This is an optimization exercise on Yosys and OpenROAD, whose aim is small area, a short achievable clock period and few clock cycles per item, not a production implementation.
Function was checked by simulation only, so behaviour that the tests miss may differ from the original.
Power is estimated from default activity; no workload was simulated.

==> design.v <==
module sha256_msg_sched #(
  parameter int IN_W   = 8,
  parameter int ROUNDS = 64
) (
  input  logic            clk,
  input  logic            rst,
  input  logic            abort,
  input  logic [IN_W-1:0] in_data,
  input  logic            in_valid,
  output logic            in_ready,
  output logic [31:0]     w_data,
  output logic [5:0]      w_idx,
  output logic            w_valid,
  input  logic            w_ready,
  output logic            busy,
  output logic            dbg_state
);
  logic [31:0] r_a [16];   
  logic [31:0] r_f [16];   
  logic [15:0] r_fv;       
  logic [31:0] r_s0x;      
  logic [31:0] r_s0a;      
  logic [31:0] r_e;        
  logic [31:0] r_s1x;      
  logic [31:0] r_out;      
  logic [31:0] r_h;        
  logic [23:0] r_pk;       
  logic [1:0]  r_b;        
  logic        r_hv;       
  logic [3:0]  r_hidx;
  logic [3:0]  r_lidx;     
  logic        r_v;        
  logic [5:0]  r_idxn;     
  logic [3:0]  r_ph;       
  logic [3:0]  r_fwe;      
  logic        r_alx;      
  logic        r_alc;      
  logic        r_nrdy;     
  logic        r_busy;
  logic [5:0]  r_idx;
  logic        w_fin;      
  logic        w_cmpl;     
  logic        w_fwr;
  logic        w_gona;     
  logic        w_gosel;    
  logic        w_xfer;
  logic        w_comp;
  logic [31:0] w_new;
  logic [15:0] w_fv;
  logic        w_relabel_c, w_hv0, w_allv;
  logic [3:0]  w_ph1, w_d0, w_d1, w_fwe0, w_fwe1;
  logic        w_rdy0, w_rdy1;
  logic [5:0]  w_nnxt0, w_nnxt1;
  logic        w_ax0, w_ax1, w_ac0, w_ac1;
  logic [1:0]  n_b;
  logic        n_hv, n_v;
  logic [3:0]  n_hidx, n_lidx, n_ph, n_fwe;
  logic [5:0]  n_idx;
  function automatic logic [31:0] f_sigma0(input logic [31:0] x);
    f_sigma0 = ((x >> 7) | (x << 25)) ^ ((x >> 18) | (x << 14)) ^ (x >> 3);
  endfunction
  function automatic logic [31:0] f_sigma1(input logic [31:0] x);
    f_sigma1 = ((x >> 17) | (x << 15)) ^ ((x >> 19) | (x << 13)) ^ (x >> 10);
  endfunction
  function automatic logic [3:0] f_fwe(input logic hv, input logic [3:0] d,
                                       input logic [15:0] fv);
    f_fwe[0] = hv & (d == 4'd4)  & ~fv[5];
    f_fwe[1] = hv & (d == 4'd8)  & ~fv[9];
    f_fwe[2] = hv & (d == 4'd12) & ~fv[13];
    f_fwe[3] = hv & (d == 4'd0)  & ~fv[1];
  endfunction
  function automatic logic f_ax(input logic [5:0] nxt, input logic [3:0] ph,
                                input logic fv0, input logic allv);
    f_ax = (nxt[5:4] == 2'd0) & (ph == nxt[3:0]) & fv0 & ((nxt[3:0] != 4'd0) | allv);
  endfunction
  function automatic logic f_ac(input logic [5:0] nxt, input logic [3:0] ph);
    f_ac = (nxt[5:4] != 2'd0) & (ph == nxt[3:0]);
  endfunction
  assign r_idx     = ~r_idxn;
  assign in_ready  = ~r_nrdy;
  assign w_valid   = r_v;
  assign dbg_state = r_v;
  assign w_data    = r_out;
  assign w_idx     = r_idx;
  assign busy      = r_busy;
  assign w_fin   = in_valid & ~r_nrdy;
  assign w_cmpl  = w_fin & (r_b == 2'd3);
  assign w_fwr   = |r_fwe;
  assign w_gona  = ~r_v | w_ready;
  assign w_gosel = (r_alx | r_alc) & w_gona;
  assign w_xfer  = r_alx & w_gona & ~abort;
  assign w_comp  = r_alc & w_gona & ~abort;
  assign w_new   = r_s1x + r_e;
  always_comb begin
    for (int k = 0; k < 15; k++) w_fv[k] = r_fv[k+1];
    w_fv[3]  = r_fwe[0] | r_fv[4];
    w_fv[7]  = r_fwe[1] | r_fv[8];
    w_fv[11] = r_fwe[2] | r_fv[12];
    w_fv[15] = r_fwe[3] | (r_fv[0] & ~w_xfer);
    if (abort) w_fv = 16'd0;
  end
  assign w_relabel_c = (r_lidx == 4'd0) & (r_idx == 6'd63) & ~r_v & ~r_hv & ~(|r_fv);
  assign w_ph1  = r_ph + 4'd1;
  assign w_hv0  = r_hv & ~w_fwr;                        
  assign w_d0   = r_hidx - w_ph1;
  assign w_d1   = r_lidx - (w_relabel_c ? 4'd15 : w_ph1);
  assign w_fwe0 = f_fwe(w_hv0, w_d0, r_fv);
  assign w_fwe1 = f_fwe(1'b1, w_d1, r_fv);
  assign w_rdy0 = (r_b != 2'd3) | ~w_hv0 | (|w_fwe0);
  assign w_rdy1 = (r_b != 2'd2) | ~w_hv0 | (|w_fwe0);
  assign w_allv = (r_fwe[2] | r_fv[12]) & r_fv[11] & r_fv[10] & r_fv[9] &
                  (r_fwe[1] | r_fv[8]) & r_fv[7] & r_fv[6] & r_fv[5] &
                  (r_fwe[0] | r_fv[4]) & r_fv[3] & r_fv[2] & r_fv[1];
  assign w_nnxt0 = r_idx + 6'd1;
  assign w_nnxt1 = r_idx + 6'd2;
  assign w_ax0  = f_ax(w_nnxt0, w_ph1, r_fv[1], w_allv);
  assign w_ax1  = f_ax(w_nnxt1, w_ph1, r_fv[1], w_allv);
  assign w_ac0  = f_ac(w_nnxt0, w_ph1);
  assign w_ac1  = f_ac(w_nnxt1, w_ph1);
  always_comb begin
    n_b    = w_fin ? r_b + 2'd1 : r_b;
    n_hv   = w_cmpl | w_hv0;
    n_hidx = w_cmpl ? r_lidx : r_hidx;
    n_lidx = w_cmpl ? r_lidx + 4'd1 : r_lidx;
    n_ph   = (w_cmpl & w_relabel_c) ? 4'd15 : w_ph1;
    n_v    = w_gosel | (r_v & ~w_ready);
    n_idx  = w_gosel ? r_idx + 6'd1 : r_idx;
    n_fwe  = w_cmpl ? w_fwe1 : w_fwe0;
    if (abort) begin
      n_b    = 2'd0;
      n_hv   = 1'b0;
      n_lidx = 4'd0;
      n_v    = 1'b0;
      n_idx  = 6'd63;
      n_fwe  = 4'd0;
    end
  end
  always_ff @(posedge clk or posedge rst) begin
    if (rst) begin
      r_b    <= 2'd0;
      r_hv   <= 1'b0;
      r_lidx <= 4'd0;
      r_v    <= 1'b0;
      r_idxn <= 6'd0;
      r_fv   <= 16'd0;
      r_fwe  <= 4'd0;
      r_alx  <= 1'b0;
      r_alc  <= 1'b0;
      r_nrdy <= 1'b0;
      r_busy <= 1'b0;
    end else begin
      r_b    <= n_b;
      r_hv   <= n_hv;
      r_lidx <= n_lidx;
      r_v    <= n_v;
      r_idxn <= ~n_idx;
      r_fv   <= w_fv;
      r_fwe  <= n_fwe;
      r_alx  <= ~abort & (w_gosel ? w_ax1 : w_ax0);
      r_alc  <= ~abort & (w_gosel ? w_ac1 : w_ac0);
      r_nrdy <= ~abort & ~(w_fin ? w_rdy1 : w_rdy0);
      r_busy <= ~abort & ((w_fin ? (r_b != 2'd3) : (r_b != 2'd0)) | w_cmpl | w_hv0 |
                          (|r_fv[15:1]) | w_fwr | (r_fv[0] & ~(r_alx & w_gona)) |
                          w_gosel | (r_v & ~w_ready) |
                          (w_gosel ? (r_idx != 6'd62) : (r_idx != 6'd63)));
    end
  end
  always_ff @(posedge clk) begin
    r_ph   <= n_ph;
    r_hidx <= n_hidx;
    if (w_fin && r_b != 2'd3) r_pk <= {r_pk[15:0], in_data};
    if (w_cmpl) r_h <= {r_pk, in_data};
    if (w_comp)      r_out <= w_new;
    else if (w_xfer) r_out <= r_f[0];
    for (int i = 0; i < 15; i++) r_f[i] <= r_f[i+1];
    if (r_fwe[0]) r_f[3]  <= r_h;
    if (r_fwe[1]) r_f[7]  <= r_h;
    if (r_fwe[2]) r_f[11] <= r_h;
    if (r_fwe[3]) r_f[15] <= r_h;
    else          r_f[15] <= r_f[0];
    for (int i = 0; i < 15; i++) r_a[i] <= r_a[i+1];
    if (w_comp)      r_a[15] <= w_new;
    else if (w_xfer) r_a[15] <= r_f[0];
    else             r_a[15] <= r_a[0];
    r_s0x <= f_sigma0(r_a[4]);
    r_s0a <= r_s0x + r_a[2];
    r_e   <= r_s0a + r_a[10];
    r_s1x <= f_sigma1(r_a[15]);
  end
endmodule
==> run.sh <==
#!/bin/bash
# synth_recipe.tcl (not shown) runs the flow's synth.tcl, then flattens the netlist and writes it again
# the make line also repeats each setting of config.mk as NAME=value (left out here)
make -C /OpenROAD-flow-scripts/flow DESIGN_CONFIG=/design/flow/config.mk WORK_HOME=/design/flow/orfs CLKGATE_MAP_FILE= SYNTH_SCRIPT=/design/flow/synth_recipe.tcl finish
==> config.mk <==
export PLATFORM = sky130hd
export DESIGN_NAME = sha256_msg_sched
export DESIGN_NICKNAME = sha256_msg_sched
export VERILOG_FILES = /design/flow/design.v
export SDC_FILE = /design/flow/constraint.sdc
export NUM_CORES = 4
export LEC_CHECK = 0
export CAP_MARGIN = 20
export CORE_MARGIN = 2
export CORE_UTILIZATION = 55
export CTS_BUF_LIST = sky130_fd_sc_hd__clkbuf_8
export CTS_CLUSTER_DIAMETER = 45
export CTS_CLUSTER_SIZE = 20
export SETUP_SLACK_MARGIN = 1.6
export SLEW_MARGIN = 20
==> constraint.sdc <==
create_clock -name core_clock -period 4.6 [get_ports {clk}]
set_input_delay 0.9200 -clock core_clock [delete_from_list [all_inputs] [get_ports {clk}]]
set_output_delay 0.9200 -clock core_clock [all_outputs]
set_load 0.01 [all_outputs]
==> notes.md <==
The initial antenna violation count came out at 2. TritonCTS built the clock tree. At the pin with the least slew margin, the transition time is 917 ps.

The worst setup path is of the reg -> reg kind. By area the synthesized netlist is led by dfxtp_1 (64%), edfxtp_1 (7.6%), xnor2_1 (4.1%), mux2_2 (4.1%), ha_1 (3.7%). Counting stages on the worst path, the most repeated cell is a21oi_1.

The top cell family by delay on the critical path is compound AO/OA/AOI/OAI gates. The signal arrival time at the worst endpoint is 3560 ps. The register bit count reported by yosys came out at 1286. The number of cells traversed by the worst register-to-register path is 12. The source of the worst register-to-register timing path is r_a[10][0]$_DFF_P_. The least setup slack across all paths after layout came out at 1670 ps. The total CTS buffers is 112.

The total congestion overflow after global routing is 0. The number of warnings printed during yosys synthesis came out at 3. The number of detailed-route iterations in the first pass is 5.

Of all flip-flops after synthesis, the portion carrying an async set or reset was 0.0295. The netlist uses 77 different library cells. The signal on the critical path passes through ha_2 > inv_2 > fa_2 > nor2b_1 > o2111ai_2 > a31o_2 > a21oi_1 > o21ai_0 > a21oi_1 > o31a_1 > nor2_1 > xnor2_1.

The final critical path time including I/O delays and setup came out at 2930 ps. The analysis attributes to cell leakage a power of 17.1 nW. For flop-to-flop paths, the worst setup slack is 1670 ps.

The maximum clock insertion buffer count is 3. The peak supply drop came out at 336 uV. The required time of the worst setup path came out at 5220 ps. In the final layout, the share of cells above drive strength 1 is 0.148. For the worst-skew pair, the clock arrives at the later sink with an insertion delay of 730 ps.

The fraction of synthesized cell area taken by the top area cell type is 0.638. The top-level port count came out at 55. The number of hold buffers added after CTS was 0. On the critical path, the stage with the largest delay is an instance of fa_2. Measured along the x axis, the die boundary spans 261 um. The mapped netlist covers 36300 sq um.

The worst register-to-register path ends at r_e[20]$_DFF_P_. In the routed layout, each cell is associated on average with a via count of 4.91. The weighted congestion reported at the end of routability-driven placement came out at 0.960. The share of the yosys chip area belonging to registers came out at 0.741. The total number of clock tree sinks is 1286.

The power density relative to cell area is 467 nW/um^2. Ranked by instance count, the synthesized netlist is headed by dfxtp_1 (1156), xnor2_1 (169), mux2_2 (131). The floorplan die height is 261 um.

The number of I/O port buffers came out at 54. After legalization and detailed placement, the total HPWL measured 49100 um. A synthesized cell averages 13.9 sq um. After detailed routing, the average wire length per cell comes to 19.3 um. For this configuration, the core starts out at a cell density of 0.553. The worst hold path begins at r_f[11][29]$_DFF_P_.

The count of nets left with antenna violations after detail routing came out at 0. The number of max-slew violations in the final report came to 0. The number of nets in the synthesized netlist is 2727. The type of the most critical hold path is reg -> reg.

The number of nets in the final layout is 2872. In the global route stage, overall resource usage came out at 0.212. Setup repair after global routing left no endpoint under its margin.

The path with the worst hold slack has its endpoint at r_f[10][29]$_DFF_P_. The upper clock frequency limit is 341 MHz. The post-CTS clock slew at the launch and capture registers of the worst setup and hold paths came out at 110 ps.

The run finished with no timing, DRC or antenna violations. The worst-case headroom to the max-slew limit came out at 0.389. In the synthesized netlist the dominant register cell turns out to be dfxtp_1. The wire length of the first global-routing pass is 108000 um. The floorplan has 94 rows.

The region available for standard cell placement spans 65500 sq um. dfxtp_1 takes more of the synthesized area than any other cell. The total number of H-tree levels is 3. The area used by multi-input combinational logic came out at 9250 sq um.

Setup violations remaining at the end of the flow were counted as 0. The filler cells instantiated in the layout total 5044. The number of enable-type register cells in the synthesized netlist is 92.

The detailed router's first-iteration violation count came out at 835. The maximum fanout along the worst path came out at 3. Among all cell types in the netlist, the one instantiated most often is dfxtp_1. The die covers 68000 sq um. Summing all flip-flop and latch instances after layout gives 26900 sq um. The total routed wirelength came out at 71600 um. The tree is rooted in a clkbuf_8. The number of remaining DRC errors is 0. The via count is 18200. The post-placement setup slack came out at 1340 ps.

The critical path launch point type is a flop. Entering global routing, the biggest net connects 42 pins. The path length in cells of the critical path is 12. The cell count after synthesis came out at 2603. The via count of the first global-routing pass was 18500. The clock tree skew after final layout is 36.3 ps. Setup total negative slack on the finished layout was measured at 0 ps.

The number of max-cap violations is 0. The count of cells along the worst hold path came out at 0. For this run, the slowest stage of the critical path takes 360 ps. Compared with the post-synthesis result, the final layout area differs by 12.7%.

The final hold violation count is 0. The critical path capture point type is a flop. The ratio of final minimum period to clock period is 0.638. Together, buffers and inverters on the worst path number 1.

The final core area utilization is 0.624.
through the flow:
step | area [sq um] | hold slack (ps) | total power (W) | instances
finish | 40800 | 308 | 0.0191 | 3710
global placement | 37800 | 309 | 0.0120 | 3487
detailed placement | 37800 | 312 | 0.0120 | 3487
floorplan | 36300 | 310 | 0.0119 | 2603
global route | 40800 | 313 | 0.0198 | 3710
CTS | 40600 | 302 | 0.0193 | 3699
logic make-up (layout without fill, tap and decap cells):
group	count (synthesis)	after routing	share of synthesized area
simple gates	391	391	0.0510
mux	134	134	0.0415
other cells	0	2	0
compound gates	359	359	0.0637
fa+ha+maj	111	111	0.0389
buf+inv	100	341	0.0105
xor+xnor	222	222	0.0536
flops	1286	1286	0.741
where the power goes:
part | leakage, nW | internal (W) | switching (W)
combinational | 5.00 | 0.000123 | 0.000179
clock | 1.38 | 0.00320 | 0.00415
sequential | 10.7 | 0.0114 | 0.0000521
metal layers:
metal	track usage	wire length (um)	vias to the layer above
met4	0.0787	2220	0
li1	-	-	9120
met3	0.0298	2220	115
met5	0	0	-
met1	0.285	33600	8664
met2	0.351	33600	330
how the worst max path moves through the flow:
stage / startpoint / to / slack [ps]
floorplan: r_fv[15]$_DFF_PP0_ / r_fwe[1]$_DFF_PP0_ / 1700
global placement: r_fv[15]$_DFF_PP0_ / r_fwe[3]$_DFF_PP0_ / 1430
detailed placement: r_fv[15]$_DFF_PP0_ / r_fwe[2]$_DFF_PP0_ / 1340
CTS: r_fv[6]$_DFF_PP0_ / r_fwe[2]$_DFF_PP0_ / 1590
global route: r_a[2][0]$_DFF_P_ / r_s0a[30]$_DFF_P_ / 1590
finish: r_a[10][0]$_DFF_P_ / r_e[20]$_DFF_P_ / 1670
layout make-up:
| class | count | share of cell area |
|---|---|---|
| antenna | 2 | 0.000123 |
| multi-input combinational | 1217 | 0.227 |
| sequential | 1286 | 0.658 |
| tap | 864 | 0.0265 |
| inverter | 51 | 0.00469 |
| clock buffer | 121 | 0.0408 |
| timing repair buffer | 80 | 0.0180 |
| clock inverter | 89 | 0.0258 |
cell usage in the layout, fill, tap and decap left out, types with 32 or more instances in the layout:
cell,Yosys,routed
a21o_1,47,47
xor2_1,53,52
clkdlybuf4s50_1,0,54
o21ai_0,72,69
a21oi_1,113,109
ha_1,108,103
mux2_2,131,131
dfrtp_1,38,33
inv_1,50,55
clkbuf_8,0,121
dfxtp_1,1156,1156
nor2b_1,32,32
nor2_1,117,115
xnor2_1,169,167
nand2_1,122,120
edfxtp_1,92,92
registers in the layout (all words and copies together) (netlist names), 6 cells and up:
signal,flops
r_a,512
r_e,32
r_f,512
r_fv,16
r_h,32
r_idxn,6
r_out,32
r_pk,24
r_s0a,32
r_s0x,32
r_s1x,32
what timing repair did:
action,CTS,global route
hold endpoints to repair,0,0
endpoints found under the setup margin,7,25
buffers inserted,2,9
pin swaps,7,25
gates resized for setup,9,39
Testbench counts, summed over its fixed seeds: cycles 12,720, blocks 192.

[what the ideal ports hide]
Ports are ideal in the flow. The routed layout listed here was re-timed in OpenROAD. Step 1: set_driving_cell puts a clkbuf_16 on clk and a buf_2 on each other input, an assumption about the parent block. Step 2 moves the port delays by t, midway between the first and last clock arrival at a register: inputs arrive t later, outputs are due t later. That takes back most of the time a late clock gives input paths. Slacks: ideal / step 1 / step 2; pairs: ideal / step 1.
t, ns: 0.775
setup WS [ns]: 1.667 / 1.667 / 1.472
worst slew at a driven data input, ns: 0.06
cell pins on the clock port's net: 1
After both steps this run still meets setup and hold. For this run, drivers alone change the setup slack by 0.000 ns; drivers and shift together by -0.195 ns.
